What follows belongs to an exercise in optimizing a design on an open flow for small area, a short achievable clock period and few clock cycles; a production flow would make more cautious choices.
Where RTL was checked, it was by simulation tests only, not by an equivalence proof against the original.

==> flow/design.v <==
package tlv_pkg;
	localparam logic [4:0] ALGO_COUNT   = 5'd20;
	localparam logic [2:0] HDR_BYTES    = 3'd6;
	localparam logic [1:0] OUTER_FIELDS = 2'd3;
	localparam logic [1:0] INNER_FIELDS = 2'd2;
	localparam logic [1:0] KIND_OTHER  = 2'd0;
	localparam logic [1:0] KIND_DIGEST = 2'd1;
	localparam logic [1:0] KIND_PATH   = 2'd2;
	typedef struct packed {
		logic        first;
		logic [31:0] total_length;
		logic [7:0]  data_byte;
	} tlv_in_t;
	typedef struct packed {
		logic [1:0] byte_kind;
		logic [7:0] value_byte;
		logic [4:0] algo_code;
		logic       done_res;
		logic       status;
	} tlv_res_t;
	function automatic logic [6:0] digest_size(input logic [4:0] algo);
		logic [6:0] s;
		begin
			case (algo)
				5'd0, 5'd1, 5'd8, 5'd14:                  s = 7'd16;
				5'd2, 5'd3, 5'd15:                        s = 7'd20;
				5'd16:                                    s = 7'd24;
				5'd7:                                     s = 7'd28;
				5'd4, 5'd9, 5'd11, 5'd17, 5'd18:          s = 7'd32;
				5'd10:                                    s = 7'd40;
				5'd5, 5'd12:                              s = 7'd48;
				5'd6, 5'd13, 5'd19:                       s = 7'd64;
				default:                                  s = 7'd0;
			endcase
			digest_size = s;
		end
	endfunction
endpackage
module tlv_digest_list_validator (
	input  logic        clk,
	input  logic        arst_n,
	input  logic        s_axis_tvalid,
	output logic        s_axis_tready,
	input  logic [39:0] s_axis_tdata,   
	input  logic        s_axis_tuser,   
	output logic        m_axis_tvalid,
	input  logic        m_axis_tready,
	output logic [15:0] m_axis_tdata,   
	output logic [2:0]  m_axis_tuser,   
	output logic        m_axis_tlast    
);
	logic        first;
	logic [31:0] tl;
	logic [7:0]  b;
	assign first = s_axis_tuser;
	assign tl    = s_axis_tdata[31:0];
	assign b     = s_axis_tdata[39:32];
	logic        open_q, failed_q, vld_q;
	logic [4:0]  algo_q;
	logic [31:0] ot_q, il_q, vl_q;
	logic [2:0]  hc_q;
	logic [1:0]  field_q;
	logic        fb_q, nest_q, val_q, pf_q, ah_q;
	logic [1:0]  kind_q;
	logic [7:0]  byte_q;
	logic        done_q;
	logic take;
	assign s_axis_tready = !vld_q || m_axis_tready;
	assign take          = s_axis_tvalid && s_axis_tready;
	logic [31:0] avail, len;
	logic [23:0] len_hi;
	logic        hi_gt, hi_eq, lo_ge;
	logic        hdr_end_out, hc0, hc1, hc5, len0, len_ge, dig_bad, fail_end, fail_c, enter_nest;
	logic        ol_one, il_one, vl_one, vl_two;
	assign avail  = nest_q ? il_q : ot_q;           
	assign len    = {vl_q[23:0], b};                
	assign hc0    = (hc_q == 3'd0);
	assign hc1    = (hc_q == 3'd1);
	assign hc5    = (hc_q == 3'd5);
	assign len0   = (len == 32'd0);
	assign len_hi = vl_q[23:0];
	assign hi_gt  = (len_hi > avail[31:8]);
	assign hi_eq  = (len_hi == avail[31:8]);
	assign lo_ge  = (b >= avail[7:0]);
	assign len_ge = hi_gt || (hi_eq && lo_ge);
	assign ol_one = pf_q ? (ot_q == 32'd2) : (ot_q == 32'd1);    
	assign il_one = (il_q == 32'd1);
	assign vl_one = (vl_q == 32'd1);
	assign vl_two = (vl_q == 32'd2);
	assign dig_bad = (algo_q >= tlv_pkg::ALGO_COUNT)
		|| (len != {25'd0, tlv_pkg::digest_size(algo_q)});
	assign fail_end = fb_q || len_ge || (!len0 && (nest_q
		? (field_q == 2'd0 && dig_bad)
		: ((field_q == 2'd0 && len != 32'd2) || (field_q == 2'd1 && len != 32'd4))));
	assign fail_c = val_q
		? (ah_q && (fb_q || b >= 8'd20))
		: (hc0 ? (avail < 32'd6) : (hc5 && fail_end));
	assign enter_nest = !val_q && hc5 && !nest_q && field_q == 2'd2 && !len0;
	assign hdr_end_out = !val_q && hc5 && !nest_q;
	function automatic logic [31:0] dec(input logic [31:0] x, input logic t);
		logic z;
		z = 1'b1;
		for (int i = 0; i < 32; i++) begin
			dec[i] = x[i] ^ (t && z);
			z = z && !x[i];
		end
	endfunction
	logic [31:0] ot_d, il_d, vl_d, ot_hi;
	logic [2:0]  hc_d;
	logic [1:0]  field_d, kind_d;
	logic [4:0]  algo_d;
	logic        fb_d, nest_d, val_d, open_d, failed_d, done_d, algo_ok, ah_d;
	assign algo_ok = open_q && ah_q && !fb_q && b < 8'd20;    
	always_comb begin
		ot_hi   = dec({1'b0, ot_q[31:1]}, take && (pf_q || !ot_q[0]));
		ot_d    = (take && first) ? tl : {ot_hi[30:0], ot_q[0] ^ (take && !pf_q)};
		il_d    = (take && hdr_end_out) ? len : dec(il_q, take);   
		vl_d    = (take && !(val_q && !first)) ? len : dec(vl_q, take);
		field_d = (!val_q && hc1) ? b[1:0] : field_q;
		if (first) begin
			open_d   = (tl[31:1] != 31'd0);
			done_d   = (tl[31:1] == 31'd0);
			failed_d = (tl[31:3] == 29'd0) && (tl[2:0] != 3'd0) && (tl[2:0] < 3'd6);
			algo_d   = tlv_pkg::ALGO_COUNT;
			nest_d   = 1'b0;
			val_d    = 1'b0;
			hc_d     = 3'd1;
			fb_d     = (b != 8'd0);
			kind_d   = tlv_pkg::KIND_OTHER;
			ah_d     = 1'b0;
		end else begin
			ah_d     = open_q && !failed_q && val_q && !nest_q && field_q == 2'd0 && vl_two;
			open_d   = open_q && !ol_one;
			done_d   = open_q && ol_one;
			failed_d = failed_q || (open_q && fail_c);
			algo_d   = algo_ok ? b[4:0] : algo_q;
			nest_d   = enter_nest || (nest_q && !il_one);
			if (val_q) begin
				val_d = !vl_one;
				hc_d  = 3'd0;
				fb_d  = (b != 8'd0);
			end else begin
				val_d = hc5 && !len0 && !enter_nest;
				hc_d  = hc5 ? 3'd0 : hc_q + 3'd1;
				fb_d  = hc0 ? (b != 8'd0)
					: hc1 ? (fb_q || b >= (nest_q ? {6'd0, tlv_pkg::INNER_FIELDS}
					                               : {6'd0, tlv_pkg::OUTER_FIELDS}))
					: fb_q;
			end
			if (open_q && !failed_q && val_q && nest_q)
				kind_d = (field_q == 2'd0) ? tlv_pkg::KIND_DIGEST : tlv_pkg::KIND_PATH;
			else
				kind_d = tlv_pkg::KIND_OTHER;
		end
	end
	always_ff @(posedge clk or negedge arst_n) begin
		if (!arst_n) begin
			open_q   <= 1'b0;
			failed_q <= 1'b0;
			algo_q   <= tlv_pkg::ALGO_COUNT;
			vld_q    <= 1'b0;
		end else begin
			if (take) begin
				open_q   <= open_d;
				failed_q <= failed_d;
				algo_q   <= algo_d;
			end
			vld_q <= take || (vld_q && !m_axis_tready);
		end
	end
	always_ff @(posedge clk) begin
		ot_q <= ot_d;
		il_q <= il_d;
		vl_q <= vl_d;
		if (take) begin
			pf_q    <= first;
			ah_q    <= ah_d;
			hc_q    <= hc_d;
			field_q <= field_d;
			fb_q    <= fb_d;
			nest_q  <= nest_d;
			val_q   <= val_d;
			kind_q  <= kind_d;
			byte_q  <= (kind_d != tlv_pkg::KIND_OTHER) ? b : 8'd0;
			done_q  <= done_d;
		end
	end
	assign m_axis_tvalid = vld_q;
	assign m_axis_tdata  = {3'd0, algo_q, byte_q};
	assign m_axis_tuser  = {failed_q, kind_q};
	assign m_axis_tlast  = done_q;
endmodule
export LEC_CHECK = 0
export CAP_MARGIN = 20
export CORE_MARGIN = 2
export CORE_UTILIZATION = 40
export SETUP_SLACK_MARGIN = 3.3
export SLEW_MARGIN = 20
create_clock -name core_clock -period 6.0 [get_ports {clk}]
standard.sh (not shown) runs the stock make flow with config.mk's settings and CLKGATE_MAP_FILE= SYNTH_SCRIPT=/design/flow/synth_recipe.tcl, a recipe that flattens the netlist after the stock synthesis.
==> flow/flow/run.sh <==
#!/bin/bash
# Standard layout with two changes: the port buffers are the smallest plain buffer instead
# of the delay buffer buffer_ports picks by default (repair may still upsize them), and the
# clock tree is built from smaller buffers without dummy loads.
set -o pipefail
export BUFFER_PORTS_ARGS="-buffer_cell sky130_fd_sc_hd__buf_1"
export CTS_ARGS="-sink_clustering_enable -repair_clock_nets -buf_list sky130_fd_sc_hd__clkbuf_4 -dont_use_dummy_load"
bash standard.sh > standard.log 2>&1
Testbench counts at the start, summed over its fixed seeds: cycles 61,216.
Change:
--- a/flow/design.v
+++ b/flow/design.v
@@ -60,11 +60,11 @@
 	logic [31:0] ot_q, il_q, vl_q;
 	logic [2:0]  hc_q;
 	logic [1:0]  field_q;
 	logic        fb_q, nest_q, val_q, pf_q, ah_q;
-	logic [1:0]  kind_q;
+	logic        kv_q;      
 	logic [7:0]  byte_q;
-	logic        done_q;
+	logic        had_q;     
 	logic take;
 	assign s_axis_tready = !vld_q || m_axis_tready;
 	assign take          = s_axis_tvalid && s_axis_tready;
 	logic [31:0] avail, len;
@@ -106,11 +106,11 @@
 		end
 	endfunction
 	logic [31:0] ot_d, il_d, vl_d, ot_hi;
 	logic [2:0]  hc_d;
-	logic [1:0]  field_d, kind_d;
+	logic [1:0]  field_d;
 	logic [4:0]  algo_d;
-	logic        fb_d, nest_d, val_d, open_d, failed_d, done_d, algo_ok, ah_d;
+	logic        fb_d, nest_d, val_d, open_d, failed_d, algo_ok, ah_d, kv_d;
 	assign algo_ok = open_q && ah_q && !fb_q && b < 8'd20;    
 	always_comb begin
 		ot_hi   = dec({1'b0, ot_q[31:1]}, take && (pf_q || !ot_q[0]));
 		ot_d    = (take && first) ? tl : {ot_hi[30:0], ot_q[0] ^ (take && !pf_q)};
@@ -118,21 +118,19 @@
 		vl_d    = (take && !(val_q && !first)) ? len : dec(vl_q, take);
 		field_d = (!val_q && hc1) ? b[1:0] : field_q;
 		if (first) begin
 			open_d   = (tl[31:1] != 31'd0);
-			done_d   = (tl[31:1] == 31'd0);
 			failed_d = (tl[31:3] == 29'd0) && (tl[2:0] != 3'd0) && (tl[2:0] < 3'd6);
 			algo_d   = tlv_pkg::ALGO_COUNT;
 			nest_d   = 1'b0;
 			val_d    = 1'b0;
 			hc_d     = 3'd1;
 			fb_d     = (b != 8'd0);
-			kind_d   = tlv_pkg::KIND_OTHER;
+			kv_d     = 1'b0;
 			ah_d     = 1'b0;
 		end else begin
 			ah_d     = open_q && !failed_q && val_q && !nest_q && field_q == 2'd0 && vl_two;
 			open_d   = open_q && !ol_one;
-			done_d   = open_q && ol_one;
 			failed_d = failed_q || (open_q && fail_c);
 			algo_d   = algo_ok ? b[4:0] : algo_q;
 			nest_d   = enter_nest || (nest_q && !il_one);
 			if (val_q) begin
@@ -146,12 +144,9 @@
 					: hc1 ? (fb_q || b >= (nest_q ? {6'd0, tlv_pkg::INNER_FIELDS}
 					                               : {6'd0, tlv_pkg::OUTER_FIELDS}))
 					: fb_q;
 			end
-			if (open_q && !failed_q && val_q && nest_q)
-				kind_d = (field_q == 2'd0) ? tlv_pkg::KIND_DIGEST : tlv_pkg::KIND_PATH;
-			else
-				kind_d = tlv_pkg::KIND_OTHER;
+			kv_d     = open_q && !failed_q && val_q && nest_q;
 		end
 	end
 	always_ff @(posedge clk or negedge arst_n) begin
 		if (!arst_n) begin
@@ -179,14 +174,16 @@
 			field_q <= field_d;
 			fb_q    <= fb_d;
 			nest_q  <= nest_d;
 			val_q   <= val_d;
-			kind_q  <= kind_d;
-			byte_q  <= (kind_d != tlv_pkg::KIND_OTHER) ? b : 8'd0;
-			done_q  <= done_d;
+			kv_q    <= kv_d;
+			byte_q  <= b;
+			had_q   <= first || open_q;
 		end
 	end
 	assign m_axis_tvalid = vld_q;
-	assign m_axis_tdata  = {3'd0, algo_q, byte_q};
-	assign m_axis_tuser  = {failed_q, kind_q};
-	assign m_axis_tlast  = done_q;
+	assign m_axis_tdata  = {3'd0, algo_q, kv_q ? byte_q : 8'd0};
+	assign m_axis_tuser  = {failed_q, kv_q ? ((field_q == 2'd0) ? tlv_pkg::KIND_DIGEST
+	                                                         : tlv_pkg::KIND_PATH)
+	                                     : tlv_pkg::KIND_OTHER};
+	assign m_axis_tlast  = had_q && !open_q;
 endmodule
=>
- The changed run went through all stages and came out clean
- worst hold slack degrades by 0.0049 ns
- die area is lower by 0.50%
- global-route usage went down by 1.4 points
- setup slack got worse by 0.049 ns
- design area went down by 0.57%
- sequential share of layout area went down by 0.38 points
The RTL of the second run of this note was laid out without a check of its function.

## port drivers added, routing unchanged
Ports are ideal in the flow. The routed layouts listed here were re-timed in OpenROAD.
Step 1 (the two cells are an assumption about what drives the block):
set clk [get_ports {clk}]
set_driving_cell -lib_cell sky130_fd_sc_hd__clkbuf_16 $clk
set_driving_cell -lib_cell sky130_fd_sc_hd__buf_2 [delete_from_list [all_inputs] $clk]
Step 2, shift: input delay + t, output delay - t, t = (earliest + latest rising clock arrival at the registers) / 2. This alone moves slack from input paths to output paths.
a / b / c = ideal / step 1 / step 2; a / b = the first two.
run | shift t [ns] | setup slack, ns | latest minus earliest clock arrival (ns) | slew at the worst register clock pin (ns) | worst slew at a driven data input, ns
the first run | 0.581 | 3.247 / 3.228 / 2.795 | 0.037 / 0.037 | 0.11 / 0.11 | 0.04
the second run | 0.574 | 3.198 / 3.198 / 2.821 | 0.032 / 0.031 | 0.11 / 0.11 | 0.04
After both steps setup and hold are still met in every run listed. For the first run, which loses most, drivers alone change the setup slack by -0.019 ns; drivers and shift together by -0.452 ns.
